This is an optimization exercise on Yosys and OpenROAD, whose aim is small area, a short achievable clock period and few clock cycles per item, not a production implementation.
Function was checked by simulation only, so behaviour that the tests miss may differ from the original.
Power is estimated from default activity; no workload was simulated.

## flow/design.v (module list and top-level ports; edited modules follow where they fit)
// module cossim_accum: 104 lines
// module cossim_sqacc16: 572 lines
// module cossim_sqacc17: 630 lines
// module cossim_magnitude: 161 lines
// module cossim_ctrl: 59 lines
// module cosine_similarity_core: 67 lines
module cosine_similarity_core (
   input  logic        clock,
   input  logic        reset,
   input  logic        req_tvalid,
   output logic        req_tready,
   input  logic [31:0] req_tdata,    
   input  logic        req_tlast,
   output logic        rsp_tvalid,
   input  logic        rsp_tready,
   output logic [15:0] rsp_tdata,    
   output logic [1:0]  rsp_tuser     
);
  // ...
==> flow/run.sh <==
#!/bin/bash
# synth_recipe.tcl (not shown) runs the flow's synth.tcl, then flattens the netlist and writes it again
# the make line also repeats each setting of config.mk as NAME=value (left out here)
make -C /OpenROAD-flow-scripts/flow DESIGN_CONFIG=/design/flow/config.mk WORK_HOME=/design/flow/orfs CLKGATE_MAP_FILE= SYNTH_SCRIPT=/design/flow/synth_recipe.tcl finish
==> flow/config.mk <==
export PLATFORM = sky130hd
export DESIGN_NAME = cosine_similarity_core
export DESIGN_NICKNAME = cosine_similarity_core
export VERILOG_FILES = /design/flow/design.v
export SDC_FILE = /design/flow/constraint.sdc
export NUM_CORES = 4
export LEC_CHECK = 0
export CAP_MARGIN = 20
export CORE_MARGIN = 2
export CORE_UTILIZATION = 60
export CTS_BUF_LIST = sky130_fd_sc_hd__clkbuf_8
export CTS_CLUSTER_SIZE = 30
export SETUP_SLACK_MARGIN = 5.0
export SLEW_MARGIN = 20
==> flow/constraint.sdc <==
create_clock -name core_clock -period 10.0 [get_ports {clock}]
set_input_delay 2.0000 -clock core_clock [delete_from_list [all_inputs] [get_ports {clock}]]
set_output_delay 2.0000 -clock core_clock [all_outputs]
set_load 0.01 [all_outputs]
==> results.yml, run 1 <==
finish:
  inverters: 767
  nFillCells: 7945
  utilization_pct: 66.8
  seqCellArea_mm2: 0.0168
  seq_share_pct: 26.1
  clkCellAreaFrac_pct: 3.86
global_routing:
  grt-busiest-layer: "met2"
  grt_use_total_pct: 41.0
synthesis:
  synthAdderAreaFrac_pct: 26.0
  synth.area.top_cells: "fa_1 (17%), edfxtp_1 (17%), dfxtp_1 (12%)"
  synthMuxAreaShare_pct: 1.47
  async_flop_share_pct: 0
  seq_area_frac_synth_pct: 28.9
  synth_top_cell_by_area: "fa_1"
  synthSimpleGateAreaFrac_pct: 16.1
  yosys_warnings: 3
timing:
  setup_viol: 0
  skew_ns: 0.0704
  tightest_slew_ns: 1.24
  max_freq_mhz: 189
  period_needed_ns: 5.28
floorplan:
  fp.dieArea_mm2: 0.0993
  ios: 57
  rows: 114
status:
  outcome: "no timing/DRC/antenna violations"
setup_path:
  reg2reg_to: "u_magnitude.rd_ff[40]"
run:
  drv_cap: 0
pwr:
  power_switching_uw: 9080
  power.leakage_uw: 0.0289
  p_seq_share_pct: 24.0
drt:
  vias: 48700
hold_path:
  hp-start: "u_accum.ovf_ff"
  hold_path_depth: 0
clock_tree:
  cts_tree: "done"
  post-cts-setup-buffers: 42
Testbench counts, summed over its fixed seeds: cycles 31,722, items 384.
==> module cossim_magnitude, before the edit <==
module cossim_magnitude (
   input  logic                          clock,
   input  logic                          reset,
   input  cossim_pkg::mag_cmd_type       cmd,
   input  logic                          emit,
   input  logic                          handoff,
   input  logic [cossim_pkg::E_W-1:0]    xs,       
   input  logic [cossim_pkg::E_W-1:0]    xc,
   input  logic [cossim_pkg::E_W-1:0]    ys,       
   input  logic [cossim_pkg::E_W-1:0]    yc,
   input  logic [cossim_pkg::S_W-1:0]    ss,       
   input  logic [cossim_pkg::S_W-1:0]    sc,
   input  logic                          overflowed,
   input  logic                          rsp_tready,
   output logic                          rsp_tvalid,
   output logic [cossim_pkg::SIM_W-1:0]  rsp_tdata,
   output logic [1:0]                    rsp_tuser,
   output logic                          out_free,
   output logic                          out_empty
);
   localparam int EW = 43;
   localparam int SW = 45;
   localparam int HW = 44;
   localparam int RW = 88;
   logic [SW-1:0] ra_ff;             
   logic [SW-1:0] rd_ff;             
   logic [HW-1:0] ph_ff, pl_ff;      
   logic [HW:0]   nh_ff;             
   logic [HW-1:0] nl_ff;
   logic          ovf_ff, zero_ff, neg_ff;
   logic [1:0]    qsh_ff;            
   logic [18:0]   rem_ff;            
   logic [16:0]   root_ff;           
   logic          rsp_valid_ff;
   logic [15:0]   sim_ff;
   logic [1:0]    status_ff;
   logic [RW-1:0] preg;
   logic [RW:0]   nreg, db, dsum;
   logic          sneg, tneg;
   logic [HW+2:0] na, nb, nc, nsum;
   logic [1:0]    nk;
   logic [HW+1:0] psum;
   logic [19:0]   rem4, sdiff;
   logic [18:0]   trial;
   logic [15:0]   mag, sgn_c, kval;
   logic [15:0]   sim;
   logic [1:0]    status;
   always_comb begin
      preg = {ph_ff, pl_ff};
      nreg = {nh_ff, nl_ff};
      sneg = nh_ff[HW];
      tneg = rd_ff[SW-1];
      db   = sneg ? {preg, 1'b0} : ~{preg, 1'b0};
      dsum = {nreg[RW-1:0], 1'b0} + db + {{RW{1'b0}}, !sneg};
      psum = {1'b0, ph_ff} + (pl_ff[0] ? {1'b0, ra_ff} : '0)
                           + (pl_ff[1] ? {ra_ff, 1'b0} : '0);
      na = {2'b0, nh_ff};
      nb = nl_ff[0] ? {2'b0, rd_ff} : '0;
      nc = nl_ff[1] ? {1'b0, rd_ff, 1'b0} : '0;
      nk = 2'd0;
      if (cmd.sums) begin
         na = {2'b0, rd_ff};
         nb = {2'b0, ra_ff};
         nc = '0;
      end else if (cmd.prep1) begin
         na = {2'b0, rd_ff};
         nb = ~{2'b0, ra_ff};
         nc = ~{3'b0, pl_ff};
         nk = 2'd2;
      end else if (cmd.prep2) begin
         na = {{(HW+3-SW){tneg}}, rd_ff ^ {SW{tneg}}};
         nb = '0;
         nc = '0;
         nk = {1'b0, tneg};
      end
      nsum = na + nb + nc + {{(HW+1){1'b0}}, nk};
      rem4  = {rem_ff[17:0], qsh_ff};
      trial = {root_ff, 2'b01};
      sdiff = rem4 - {1'b0, trial};
      mag  = root_ff[16:1] ^ {16{neg_ff}};
      for (int i = 0; i < 16; i++) begin
         sgn_c[i] = (i == 0) ? (root_ff[0] ^ neg_ff) : (sgn_c[i-1] & mag[i-1]);
      end
      kval = mag ^ sgn_c;
      if (ovf_ff) begin
         status = cossim_pkg::STATUS_OVERFLOW;
         sim    = '0;
      end else if (zero_ff) begin
         status = cossim_pkg::STATUS_ZERO;
         sim    = '0;
      end else begin
         status = cossim_pkg::STATUS_OK;
         if (!neg_ff && kval[15]) sim = 16'h7fff;
         else sim = kval;
      end
      out_free = !rsp_valid_ff || rsp_tready;
   end
   always_ff @(posedge clock) begin
      if (handoff) begin
         ra_ff  <= sc;
         rd_ff  <= ss;
         ph_ff  <= {1'b0, yc};
         pl_ff  <= {1'b0, xc};
         nh_ff  <= {2'b10, ys};
         nl_ff  <= {1'b0, xs};
         ovf_ff <= overflowed;
      end else begin
         if (cmd.sums) begin
            ra_ff <= {2'b0, dsum[EW:1]};
            ph_ff <= '0;
            pl_ff <= {1'b0, dsum[HW+EW:HW+1]};
         end else if (cmd.pmul) begin
            ph_ff <= psum[HW+1:2];
            pl_ff <= {psum[1:0], pl_ff[HW-1:2]};
         end
         if (cmd.sums || cmd.prep1) rd_ff <= nsum[SW-1:0];
         if (cmd.prep2) rd_ff <= {1'b0, nsum[SW-1:1]};
         if (cmd.div) begin
            nh_ff <= dsum[RW:HW];
            nl_ff <= dsum[HW-1:0];
         end else if (cmd.prep2) begin
            nh_ff <= '0;
            nl_ff <= nsum[HW:1];
         end else if (cmd.nmul) begin
            nh_ff <= {1'b0, nsum[HW+1:2]};
            nl_ff <= {nsum[1:0], nl_ff[HW-1:2]};
         end
      end
      if (cmd.prep1) zero_ff <= (ra_ff == '0) || (pl_ff == '0);
      if (cmd.prep2) neg_ff <= tneg;
      if (cmd.prep1) begin
         qsh_ff  <= '0;
         rem_ff  <= '0;
         root_ff <= '0;
      end else begin
         if (cmd.div) qsh_ff <= {qsh_ff[0], !dsum[RW]};
         if (cmd.sqrt) begin
            if (!sdiff[19]) begin
               rem_ff  <= sdiff[18:0];
               root_ff <= {root_ff[15:0], 1'b1};
            end else begin
               rem_ff  <= rem4[18:0];
               root_ff <= {root_ff[15:0], 1'b0};
            end
         end
      end
      if (emit) begin
         sim_ff    <= sim;
         status_ff <= status;
      end
   end
   always_ff @(posedge clock) begin
      if (reset) rsp_valid_ff <= 1'b0;
      else if (emit) rsp_valid_ff <= 1'b1;
      else if (rsp_tready) rsp_valid_ff <= 1'b0;
   end
   assign rsp_tvalid = rsp_valid_ff;
   assign out_empty  = !rsp_valid_ff;
   assign rsp_tdata  = sim_ff;
   assign rsp_tuser  = status_ff;
endmodule
==> module cossim_ctrl, before the edit <==
module cossim_ctrl (
   input  logic                    clock,
   input  logic                    reset,
   input  logic                    handoff,
   input  logic                    out_free,
   input  logic                    out_empty,
   input  logic                    rsp_tready,
   output logic                    take_next,
   output logic                    take_sums,
   output logic                    emit,
   output cossim_pkg::mag_cmd_type cmd
);
   logic       idle_ff, run_ff, emit_ff, take_ff;
   logic       idle_n, emit_n, empty_n;
   logic [5:0] c_ff, c_in;
   logic       run_in;
   cossim_pkg::mag_cmd_type cmd_ff, cmd_in;
   always_comb begin
      emit      = emit_ff && out_free;
      take_sums = take_ff;
      idle_n    = handoff ? 1'b0 : (emit ? 1'b1 : idle_ff);
      emit_n    = (run_ff && c_ff == 6'd59) ? 1'b1 : (emit ? 1'b0 : emit_ff);
      empty_n   = !emit && (out_empty || rsp_tready);
      take_next = idle_n || (emit_n && empty_n);
      run_in = run_ff;
      c_in   = c_ff + 6'd1;
      if (handoff) begin
         run_in = 1'b1;
         c_in   = 6'd1;
      end else if (run_ff && c_ff == 6'd59) begin
         run_in = 1'b0;
      end
      cmd_in       = '0;
      cmd_in.sums  = run_in && (c_in == 6'd1);
      cmd_in.prep1 = run_in && (c_in == 6'd2);
      cmd_in.prep2 = run_in && (c_in == 6'd3);
      cmd_in.pmul  = run_in && (c_in >= 6'd2) && (c_in <= 6'd23);
      cmd_in.nmul  = run_in && (c_in >= 6'd4) && (c_in <= 6'd25);
      cmd_in.div   = run_in && (c_in >= 6'd26) && (c_in <= 6'd58);
      cmd_in.sqrt  = run_in && (c_in >= 6'd27) && c_in[0];
   end
   always_ff @(posedge clock) begin
      c_ff <= c_in;
      if (reset) begin
         idle_ff <= 1'b1;
         take_ff <= 1'b1;
         run_ff  <= 1'b0;
         emit_ff <= 1'b0;
         cmd_ff  <= '0;
      end else begin
         run_ff <= run_in;
         cmd_ff <= cmd_in;
         idle_ff <= idle_n;
         emit_ff <= emit_n;
         take_ff <= take_next;
      end
   end
   assign cmd = cmd_ff;
endmodule
==> module cosine_similarity_core, before the edit <==
module cosine_similarity_core (
   input  logic        clock,
   input  logic        reset,
   input  logic        req_tvalid,
   output logic        req_tready,
   input  logic [31:0] req_tdata,    
   input  logic        req_tlast,
   output logic        rsp_tvalid,
   input  logic        rsp_tready,
   output logic [15:0] rsp_tdata,    
   output logic [1:0]  rsp_tuser     
);
   cossim_pkg::mag_cmd_type              cmd;
   logic                                 take_sums, take_next, emit, handoff, out_free, out_empty, overflowed;
   logic [cossim_pkg::E_W-1:0]           xs, xc, ys, yc;
   logic [cossim_pkg::S_W-1:0]           ss, sc;
   cossim_accum u_accum (
      .clock      (clock),
      .reset      (reset),
      .req_tvalid (req_tvalid),
      .req_tready (req_tready),
      .req_tdata  (req_tdata),
      .req_tlast  (req_tlast),
      .take_sums  (take_sums),
      .take_next  (take_next),
      .handoff    (handoff),
      .xs         (xs),
      .xc         (xc),
      .ys         (ys),
      .yc         (yc),
      .ss         (ss),
      .sc         (sc),
      .overflowed (overflowed)
   );
   cossim_ctrl u_ctrl (
      .clock     (clock),
      .reset     (reset),
      .handoff   (handoff),
      .out_free  (out_free),
      .out_empty (out_empty),
      .rsp_tready(rsp_tready),
      .take_next (take_next),
      .take_sums (take_sums),
      .emit      (emit),
      .cmd       (cmd)
   );
   cossim_magnitude u_magnitude (
      .clock      (clock),
      .reset      (reset),
      .cmd        (cmd),
      .emit       (emit),
      .handoff    (handoff),
      .xs         (xs),
      .xc         (xc),
      .ys         (ys),
      .yc         (yc),
      .ss         (ss),
      .sc         (sc),
      .overflowed (overflowed),
      .rsp_tready (rsp_tready),
      .rsp_tvalid (rsp_tvalid),
      .rsp_tdata  (rsp_tdata),
      .rsp_tuser  (rsp_tuser),
      .out_free   (out_free),
      .out_empty  (out_empty)
   );
endmodule
==> run 2: changes to the inputs <==
--- a/flow/design.v
+++ b/flow/design.v
@@ -43,6 +43,7 @@
    endfunction
    typedef struct packed {
       logic sums;       
+      logic sp;         
       logic prep1;      
       logic prep2;      
       logic pmul;       
@@ -1363,6 +1364,7 @@
    input  logic                          clock,
    input  logic                          reset,
    input  cossim_pkg::mag_cmd_type       cmd,
+   input  cossim_pkg::mag_cmd_type       cmd_next,    
    input  logic                          emit,
    input  logic                          handoff,
    input  logic [cossim_pkg::E_W-1:0]    xs,       
@@ -1389,6 +1391,7 @@
    logic [HW:0]   nh_ff;             
    logic [HW-1:0] nl_ff;
    logic          ovf_ff, zero_ff, neg_ff;
+   logic          sel0_ff, sel1_ff;  
    logic [1:0]    qsh_ff;            
    logic [18:0]   rem_ff;            
    logic [16:0]   root_ff;           
@@ -1415,25 +1418,15 @@
       dsum = {nreg[RW-1:0], 1'b0} + db + {{RW{1'b0}}, !sneg};
       psum = {1'b0, ph_ff} + (pl_ff[0] ? {1'b0, ra_ff} : '0)
                            + (pl_ff[1] ? {ra_ff, 1'b0} : '0);
-      na = {2'b0, nh_ff};
-      nb = nl_ff[0] ? {2'b0, rd_ff} : '0;
-      nc = nl_ff[1] ? {1'b0, rd_ff, 1'b0} : '0;
-      nk = 2'd0;
-      if (cmd.sums) begin
-         na = {2'b0, rd_ff};
-         nb = {2'b0, ra_ff};
-         nc = '0;
-      end else if (cmd.prep1) begin
-         na = {2'b0, rd_ff};
-         nb = ~{2'b0, ra_ff};
-         nc = ~{3'b0, pl_ff};
-         nk = 2'd2;
-      end else if (cmd.prep2) begin
-         na = {{(HW+3-SW){tneg}}, rd_ff ^ {SW{tneg}}};
-         nb = '0;
-         nc = '0;
-         nk = {1'b0, tneg};
-      end
+      na = ({2'b0, nh_ff} & {(HW+3){cmd.nmul}})
+         | ({2'b0, rd_ff} & {(HW+3){cmd.sp}})
+         | ({{(HW+3-SW){tneg}}, rd_ff ^ {SW{tneg}}} & {(HW+3){cmd.prep2}});
+      nb = ({2'b0, rd_ff} & {(HW+3){sel0_ff}})
+         | ({2'b0, ra_ff} & {(HW+3){cmd.sums}})
+         | (~{2'b0, ra_ff} & {(HW+3){cmd.prep1}});
+      nc = ({1'b0, rd_ff, 1'b0} & {(HW+3){sel1_ff}})
+         | (~{3'b0, pl_ff} & {(HW+3){cmd.prep1}});
+      nk = {cmd.prep1, cmd.prep2 & tneg};
       nsum = na + nb + nc + {{(HW+1){1'b0}}, nk};
       rem4  = {rem_ff[17:0], qsh_ff};
       trial = {root_ff, 2'b01};
@@ -1511,6 +1504,15 @@
       end
    end
    always_ff @(posedge clock) begin
+      if (reset) begin
+         sel0_ff <= 1'b0;
+         sel1_ff <= 1'b0;
+      end else begin
+         sel0_ff <= cmd_next.nmul && (cmd.prep2 ? nsum[1] : nl_ff[2]);
+         sel1_ff <= cmd_next.nmul && (cmd.prep2 ? nsum[2] : nl_ff[3]);
+      end
+   end
+   always_ff @(posedge clock) begin
       if (reset) rsp_valid_ff <= 1'b0;
       else if (emit) rsp_valid_ff <= 1'b1;
       else if (rsp_tready) rsp_valid_ff <= 1'b0;
@@ -1531,7 +1533,8 @@
    output logic                    take_next,
    output logic                    take_sums,
    output logic                    emit,
-   output cossim_pkg::mag_cmd_type cmd
+   output cossim_pkg::mag_cmd_type cmd,
+   output cossim_pkg::mag_cmd_type cmd_next
 );
    logic       idle_ff, run_ff, emit_ff, take_ff;
    logic       idle_n, emit_n, empty_n;
@@ -1556,6 +1559,7 @@
       cmd_in       = '0;
       cmd_in.sums  = run_in && (c_in == 6'd1);
       cmd_in.prep1 = run_in && (c_in == 6'd2);
+      cmd_in.sp    = run_in && (c_in == 6'd1 || c_in == 6'd2);
       cmd_in.prep2 = run_in && (c_in == 6'd3);
       cmd_in.pmul  = run_in && (c_in >= 6'd2) && (c_in <= 6'd23);
       cmd_in.nmul  = run_in && (c_in >= 6'd4) && (c_in <= 6'd25);
@@ -1578,7 +1582,8 @@
          take_ff <= take_next;
       end
    end
-   assign cmd = cmd_ff;
+   assign cmd      = cmd_ff;
+   assign cmd_next = cmd_in;
 endmodule
 `timescale 1ns / 1ps
 module cosine_similarity_core (
@@ -1593,7 +1598,7 @@
    output logic [15:0] rsp_tdata,    
    output logic [1:0]  rsp_tuser     
 );
-   cossim_pkg::mag_cmd_type              cmd;
+   cossim_pkg::mag_cmd_type              cmd, cmd_next;
    logic                                 take_sums, take_next, emit, handoff, out_free, out_empty, overflowed;
    logic [cossim_pkg::E_W-1:0]           xs, xc, ys, yc;
    logic [cossim_pkg::S_W-1:0]           ss, sc;
@@ -1625,12 +1630,14 @@
       .take_next (take_next),
       .take_sums (take_sums),
       .emit      (emit),
-      .cmd       (cmd)
+      .cmd       (cmd),
+      .cmd_next  (cmd_next)
    );
    cossim_magnitude u_magnitude (
       .clock      (clock),
       .reset      (reset),
       .cmd        (cmd),
+      .cmd_next   (cmd_next),
       .emit       (emit),
       .handoff    (handoff),
       .xs         (xs),
--- a/flow/config.mk
+++ b/flow/config.mk
@@ -7,7 +7,7 @@
 export LEC_CHECK = 0
 export CAP_MARGIN = 20
 export CORE_MARGIN = 2
-export CORE_UTILIZATION = 60
+export CORE_UTILIZATION = 55
 export CTS_BUF_LIST = sky130_fd_sc_hd__clkbuf_8
 export CTS_CLUSTER_SIZE = 30
 export SETUP_SLACK_MARGIN = 5.0
==> run 2 against run 1 <==
Effect of this change: sequential share of layout area grew 0.21 points; via count shrank 3.2%; synthesized cell count shrank 1.3%; routed wire length is 1.4% lower; critical endpoint is now u_magnitude.nh_ff[38].
==> results.yml, run 2 <==
synthesis:
  synth_seq_cells: 674
  netlist_area_mm2: 0.0579
  yosysMostFrequentCell: "nand2_1"
  yosys_warnings: 3
  yosysTopAreaCellShare_pct: 17.4
  avgSynthCellArea_um2: 9.14
  synth_edf_count: 333
  seq_area_frac_synth_pct: 29.0
  synthCells: 6339
  ys.flop_type: "dfxtp_1"
  synth_top_cell_by_area: "fa_1"
  ys_types: 101
  synth.area.top_cells: "fa_1 (17%), edfxtp_1 (17%), dfxtp_1 (12%)"
  synth_commonest_cells: "nand2_1 (783), inv_1 (719), fa_1 (505), ha_1 (397), nor2_1 (361)"
  synth_fp_nets: 7278
  async_flop_share_pct: 0
pwr:
  finalPower_uw: 14600
  power_frac_clock_pct: 20.1
  switching_share_pct: 45.9
  p_per_area_mw_per_mm2: 228
  intPower_uw: 7880
  power.leakage_uw: 0.0291
  power_switching_uw: 6690
  peakVddDrop_mv: 0.142
  p_comb_share_pct: 51.2
  p_seq_share_pct: 28.7
drt:
  drt_iter0_drc: 4629
  vias: 47100
  ant_nets: 0
  post_drt_wl_per_cell_um: 25.8
  drc: 0
  viasPerCell: 6.04
  routed_wl_um: 201000
  drt-pass1-iter-count: 8
setup_path:
  critPathTopFamily: "compound AO/OA/AOI/OAI gates"
  worst_setup_path_end_kind: "register"
  crit_fanout: 8
  worst-path-buf-inv: 4
  crit_required_ns: 10.59
  critPathSlowestCell: "fa_1"
  critPathKind: "register to register"
  cpPeakStageDelay_ns: 0.58
  path_cells: "inv_2 -> a21o_4 -> buf_12 -> a221o_1 -> fa_1 -> ha_4 -> ha_4 -> and2_4 -> a221o_1 -> a221oi_4 -> buf_4 -> buf_6 -> nand2_4 -> a221oi_4 -> o41a_1 -> nand4_1 -> a31oi_2 -> xnor2_2 -> a22oi_1 -> o21ai_1"
  crit_arrival_ns: 5.75
  crit_path_start_kind: "register"
  rrSetupSlack_ns: 4.84
timing:
  finalCritPeriodShare_pct: 51.6
  tightest_slew_ns: 1.13
  period_needed_ns: 5.16
  hold_viol: 0
  skew_ns: 0.0408
  grt_setup_unrepaired: "true"
  relSlewSlack_pct: 22.7
  finalSetupTns_ns: 0
  maxSlewViolCount: 0
  setup_viol: 0
  max_freq_mhz: 194
status:
  outcome: "no timing/DRC/antenna violations"
global_routing:
  grt_max_degree: 151
  grt_pass1_wl_um: 295000
  grt_overflow: 0
  grt_pass1_vias: 45900
  grt_use_total_pct: 37.1
  antenna_found_initial: 10
clock_tree:
  clock_path_buffers: 3
  cts.clk_slew.worst_paths_ns: 0.07
  h-tree-depth: 4
  insertion_delay_ns: 0.86
  cts_tree: "done"
  cts_sinks: 674
  clockRootBuffer: "clkbuf_8"
  cts_buffers: 131
finish:
  area_growth_pct: 10.5
  drive_gt1_share_pct: 8.17
  fin_cells: 7803
  most-common-layout-cells: "nand2_1 (778), inv_1 (764), fa_1 (503)"
  final_nets: 7241
  final_common_cell: "nand2_1"
  nFillCells: 9239
floorplan:
  die_height_um: 329
  initial_core_util_pct: 55.3
  fp.dieArea_mm2: 0.108
  ios: 57
  rows: 119
  core-area_mm2: 0.105
  dieWidth_um: 329
hold_path:
  hp-class: "register to register"
place:
  place_hpwl_um: 150000
  io_buffers: 56
  gp_congestion: 1.01
  placed_cells_incl_taps: 7481
run:
  drv_cap: 0
run 2: cell types whose count changed after synthesis, sizes merged, moves of 37 or more:
| cell | previous run | this run |
|---|---|---|
| a21oi | 377 | 270 |
| a221o | 11 | 48 |
| a221oi | 81 | 44 |
| inv | 765 | 719 |
| nand2 | 691 | 783 |
| nand3 | 106 | 64 |
| nor2 | 283 | 361 |
| o21ai | 382 | 342 |
| o22ai | 62 | 2 |
run 2: cell families (layout without fill, tap and decap cells):
| group | count (synthesis) | in the layout | synth area share, % |
|---|---|---|---|
| compound gates | 1194 | 1194 | 13.5 |
| xor+xnor | 364 | 364 | 5.53 |
| fa+ha+maj | 902 | 902 | 26.0 |
| buf+inv | 1072 | 1144 | 7.27 |
| flops | 674 | 674 | 29.0 |
| mux | 104 | 104 | 1.82 |
| other cells | 0 | 1 | 0 |
| simple gates | 2029 | 2029 | 16.9 |
run 2: cell type report:
type / count / area, um^2 / share of cell area, %
antenna: 1 / 2.50 / 0.00391
multi-input combinational: 4593 / 38000 / 59.3
inverter: 723 / 2740 / 4.27
sequential: 674 / 16900 / 26.3
tap: 1391 / 1740 / 2.72
timing repair buffer: 179 / 1960 / 3.07
clock inverter: 89 / 638 / 0.996
clock buffer: 153 / 2110 / 3.29
run 2: path summary, 6_finish.rpt:
check	from	to	cells past startpoint
setup / recovery	u_magnitude.rd_ff[44]	u_magnitude.nh_ff[38]	20
hold / removal	u_accum.ovf_ff	u_magnitude.ovf_ff	0
hold reg to reg	u_accum.ovf_ff	u_magnitude.ovf_ff	0
setup reg to reg	u_magnitude.rd_ff[44]	u_magnitude.nh_ff[38]	20
run 2: power by group through the flow:
stage	clock (uW)	combinational (uW)	sequential [uW]
6_report	2930	7460	4180
3_5_place_dp	0	6960	4230
4_1_cts	2970	7160	4160
3_3_place_gp	0	6900	4230
2_1_floorplan	0	5150	3790
5_1_grt	3100	8090	4210
run 2: through the flow:
stage	hold slack [ns]	setup WS [ns]	area [um^2]	utilization, %
3_5_place_dp	0.436	3.85	59200	56.5
3_3_place_gp	0.420	3.91	59200	56.5
5_1_grt	0.448	4.72	64100	61.1
6_report	0.445	4.84	64100	61.1
4_1_cts	0.442	5.00	62900	60.0
2_1_floorplan	0.409	5.01	58000	-
run 2: routing by layer:
| layer | track usage, % | part of all wire, % | vias up |
|---|---|---|---|
| met5 | 0 | 0.024 | - |
| met4 | 23.7 | 7.6 | 8 |
| met3 | 6.32 | 8.1 | 496 |
| met2 | 56.1 | 43 | 2153 |
| met1 | 49.3 | 41 | 23200 |
| li1 | - | - | 21300 |
run 2: what timing repair did:
| action | 4_1_cts | 5_1_grt |
|---|---|---|
| endpoints found under the hold margin | 0 | 0 |
| buffers inserted | 28 | 43 |
| gates resized for setup | 102 | 134 |
| gates cloned | 5 | 3 |
| hold buffers | 0 | 0 |
| endpoints found under the setup margin | 193 | 157 |
| pin swaps | 28 | 71 |
Testbench counts of run 2, summed over its fixed seeds: cycles 31,722, items 384.
==> run 3: changes to the inputs <==
--- a/flow/config.mk
+++ b/flow/config.mk
@@ -7,7 +7,7 @@
 export LEC_CHECK = 0
 export CAP_MARGIN = 20
 export CORE_MARGIN = 2
-export CORE_UTILIZATION = 55
+export CORE_UTILIZATION = 60
 export CTS_BUF_LIST = sky130_fd_sc_hd__clkbuf_8
 export CTS_CLUSTER_SIZE = 30
 export SETUP_SLACK_MARGIN = 5.0
==> run 3 against run 2 <==
Effect of this change: area after synthesis is the same; final cell count shrank 2.0%; still clean; power shrank 2.1%; sequential power is essentially flat; largest cell class unchanged; sequential share of layout area grew 0.28 points; maximum frequency shrank 0.44%; first-iteration DRC count grew 10%; count of clock-buffer cells in the layout shrank 11; die area shrank 8.2%; worst setup slack lost 0.023 ns; synthesized cell count is the same; combinational power shrank 1%.
==> results.yml, run 3 <==
status:
  outcome: "no timing/DRC/antenna violations"
setup_path:
  worst_setup_path_end_kind: "register"
  reg2reg_depth: 19
  crit_arrival_ns: 5.76
  crit_path_start_kind: "register"
  crit_required_ns: 10.58
  critPathKind: "register to register"
  crit_fanout: 7
clock_tree:
  clock_path_buffers: 3
  cts.clk_slew.worst_paths_ns: 0.07
  clockRootBuffer: "clkbuf_8"
  cts_sinks: 674
  cts_tree: "done"
  cts_buffers: 118
  ctsHoldBuffers: 0
  insertion_delay_ns: 0.85
  h-tree-depth: 3
drt:
  drt_iter0_drc: 5112
  routed_wl_um: 195000
  drt-pass1-iter-count: 7
  viasPerCell: 6.21
  post_drt_wl_per_cell_um: 25.5
  vias: 47500
  ant_nets: 0
  drc: 0
floorplan:
  dieWidth_um: 315
  ios: 57
  fp.dieArea_mm2: 0.0991
  initial_core_util_pct: 60.8
  die_height_um: 315
  core-area_mm2: 0.0953
  rows: 113
run:
  drv_cap: 0
place:
  placed_area_mm2: 0.0590
  io_buffers: 56
  gp_congestion: 1.04
  place_hpwl_um: 146000
pwr:
  peakVddDrop_mv: 0.171
  p_seq_share_pct: 29.2
  power.leakage_uw: 0.0288
  switching_share_pct: 46.1
  power_frac_clock_pct: 19.2
  p_per_area_mw_per_mm2: 225
  p_comb_share_pct: 51.6
  intPower_uw: 7690
  power_switching_uw: 6580
global_routing:
  antenna_found_initial: 4
  grt_pass1_vias: 46100
  grt_overflow: 0
  grt_max_degree: 136
  grt_pass1_wl_um: 288000
  grt_use_total_pct: 39.0
timing:
  hold_viol: 0
  finalCritPeriodShare_pct: 51.8
  period_needed_ns: 5.18
  max_freq_mhz: 193
  grt_setup_unrepaired: "true"
  maxSlewViolCount: 0
  relSlewSlack_pct: 23.5
  skew_ns: 0.0470
  tightest_slew_ns: 1.14
  setup_viol: 0
  finalSetupTns_ns: 0
synthesis:
  synth_seq_cells: 674
  synthCells: 6339
  synth_commonest_cells: "nand2_1 (783), inv_1 (719), fa_1 (505), ha_1 (397), nor2_1 (361)"
  ys_types: 101
  async_flop_share_pct: 0
  yosysTopAreaCellShare_pct: 17.4
  synth_fp_nets: 7278
  synth.area.top_cells: "fa_1 (17%), edfxtp_1 (17%), dfxtp_1 (12%)"
  synth_edf_count: 333
  ys.flop_type: "dfxtp_1"
  netlist_area_mm2: 0.0579
  synth_top_cell_by_area: "fa_1"
  yosys_warnings: 3
  seq_area_frac_synth_pct: 29.0
  avgSynthCellArea_um2: 9.14
  yosysMostFrequentCell: "nand2_1"
finish:
  multi_input_area_mm2: 0.0379
  most-common-layout-cells: "nand2_1 (779), inv_1 (760), fa_1 (504)"
  area_growth_pct: 9.35
  final_common_cell: "nand2_1"
  seqCellArea_mm2: 0.0169
  final_nets: 7209
  drive_gt1_share_pct: 7.62
  fin_area_mm2: 0.0634
  nFillCells: 7982
hold_path:
  hold_path_depth: 0
  hp-class: "register to register"
## run 3: cell counts after synthesis
No cell type changed its count.
## run 3: path summary, 6_finish.rpt
check                        start                     to  slack (ns)
max          u_magnitude.rd_ff[44]  u_magnitude.nh_ff[42]        4.82
min                 u_accum.ovf_ff     u_magnitude.ovf_ff        0.46
max reg2reg  u_magnitude.rd_ff[44]  u_magnitude.nh_ff[42]        4.82
min reg2reg         u_accum.ovf_ff     u_magnitude.ovf_ff        0.46
## run 3: power by group through the flow
stage	Clock [uW]	Sequential [uW]	Combinational, uW
floorplan	0	3790	5150
global placement	0	4200	6810
detailed placement	0	4200	6910
CTS	2770	4130	7080
global route	2880	4180	7960
finish	2740	4160	7360
## run 3: cell type report
cell class,instances,share of cell area [%]
diodes,5,0.0197
multi-input cells,4593,59.9
well taps,1265,2.50
inverters,723,4.31
clock buffers,142,3.08
repair buffers,160,2.71
clock inverters,83,0.883
flip-flops and latches,674,26.6
## run 3: worst max-delay path: stages (launching register included)
cell and delay [ns]:
edfxtp_1 0.42, buf_4 0.18, nand2_8 0.11, buf_12 0.15, nor2_1 0.04, a221o_1 0.28, fa_1 0.52, ha_4 0.30
ha_4 0.20, and2_1 0.18, a221o_1 0.35, a221oi_4 0.36, a21oi_4 0.15, o2111ai_4 0.24, a211oi_2 0.13, or3_4 0.43
a221oi_4 0.36, xnor2_4 0.16, a221oi_2 0.26, nor2_1 0.07
## run 3: timing repair
item                       4_1_cts  5_1_grt
resized for setup              112      100
setup endpoints to repair      186      108
cloned                           2        6
pin swaps                       23       43
setup buffers                   27       25
## run 3: kinds of logic (layout without fill, tap and decap cells)
| kind of cell | Yosys count | after routing | share of synthesized area (%) |
|---|---|---|---|
| adder cells (fa/ha/maj) | 902 | 902 | 26.0 |
| AO/OA/AOI/OAI | 1194 | 1194 | 13.5 |
| AND/OR/NAND/NOR | 2029 | 2029 | 16.9 |
| XOR/XNOR | 364 | 364 | 5.53 |
| multiplexers | 104 | 104 | 1.82 |
| flip-flops | 674 | 674 | 29.0 |
| buffers and inverters | 1072 | 1108 | 7.27 |
| other | 0 | 5 | 0 |
## run 3: metrics by stage
step	util, %	cells	worst slack, ns	hold WS [ns]	power (uW)
finish	66.5	7645	4.82	0.464	14300
CTS	65.5	7609	4.89	0.467	14000
floorplan	-	6339	5.01	0.409	8940
global placement	62.0	7355	3.79	0.447	11000
global route	66.5	7642	4.67	0.484	15000
detailed placement	62.0	7355	3.76	0.446	11100
## run 3: routing by layer
metal	vias to the layer above	wire (um)	track usage, %
li1	21200	-	-
met1	23200	75800	50.8
met2	2494	84600	59.5
met3	571	17900	6.86
met4	2	16200	27.0
met5	-	13	0

separate check: timing with driven ports:
The flow's constraints put no driver on any port. The routed layouts listed below were extracted and timed again, unchanged, in two steps. Step 1, drivers: a clkbuf_16 drives clock and a buf_2 each remaining input, both assumed. Step 2 moves the port delays by t, midway between the first and last clock arrival at a register: inputs arrive t later, outputs are due t later. That takes back most of the time a late clock gives input paths. Slacks: ideal / step 1 / step 2; pairs: ideal / step 1.
run | shift t [ns] | setup WS [ns] | worst hold slack (ns) | slew at the worst register clock pin (ns) | worst data-port slew with drivers (ns)
run 1 | 0.905 | 4.719 / 4.719 / 4.405 | 0.445 / 0.445 / 0.445 | 0.07 / 0.07 | 0.03
run 2 | 0.910 | 4.842 / 4.842 / 4.306 | 0.445 / 0.445 / 0.445 | 0.07 / 0.07 | 0.05
run 3 | 0.898 | 4.819 / 4.819 / 4.394 | 0.464 / 0.464 / 0.464 | 0.08 / 0.08 | 0.04
After both steps setup and hold are still met in every run listed. The setup slack of run 2, which loses most, moves by 0.000 ns with the drivers and by -0.536 ns with both steps.
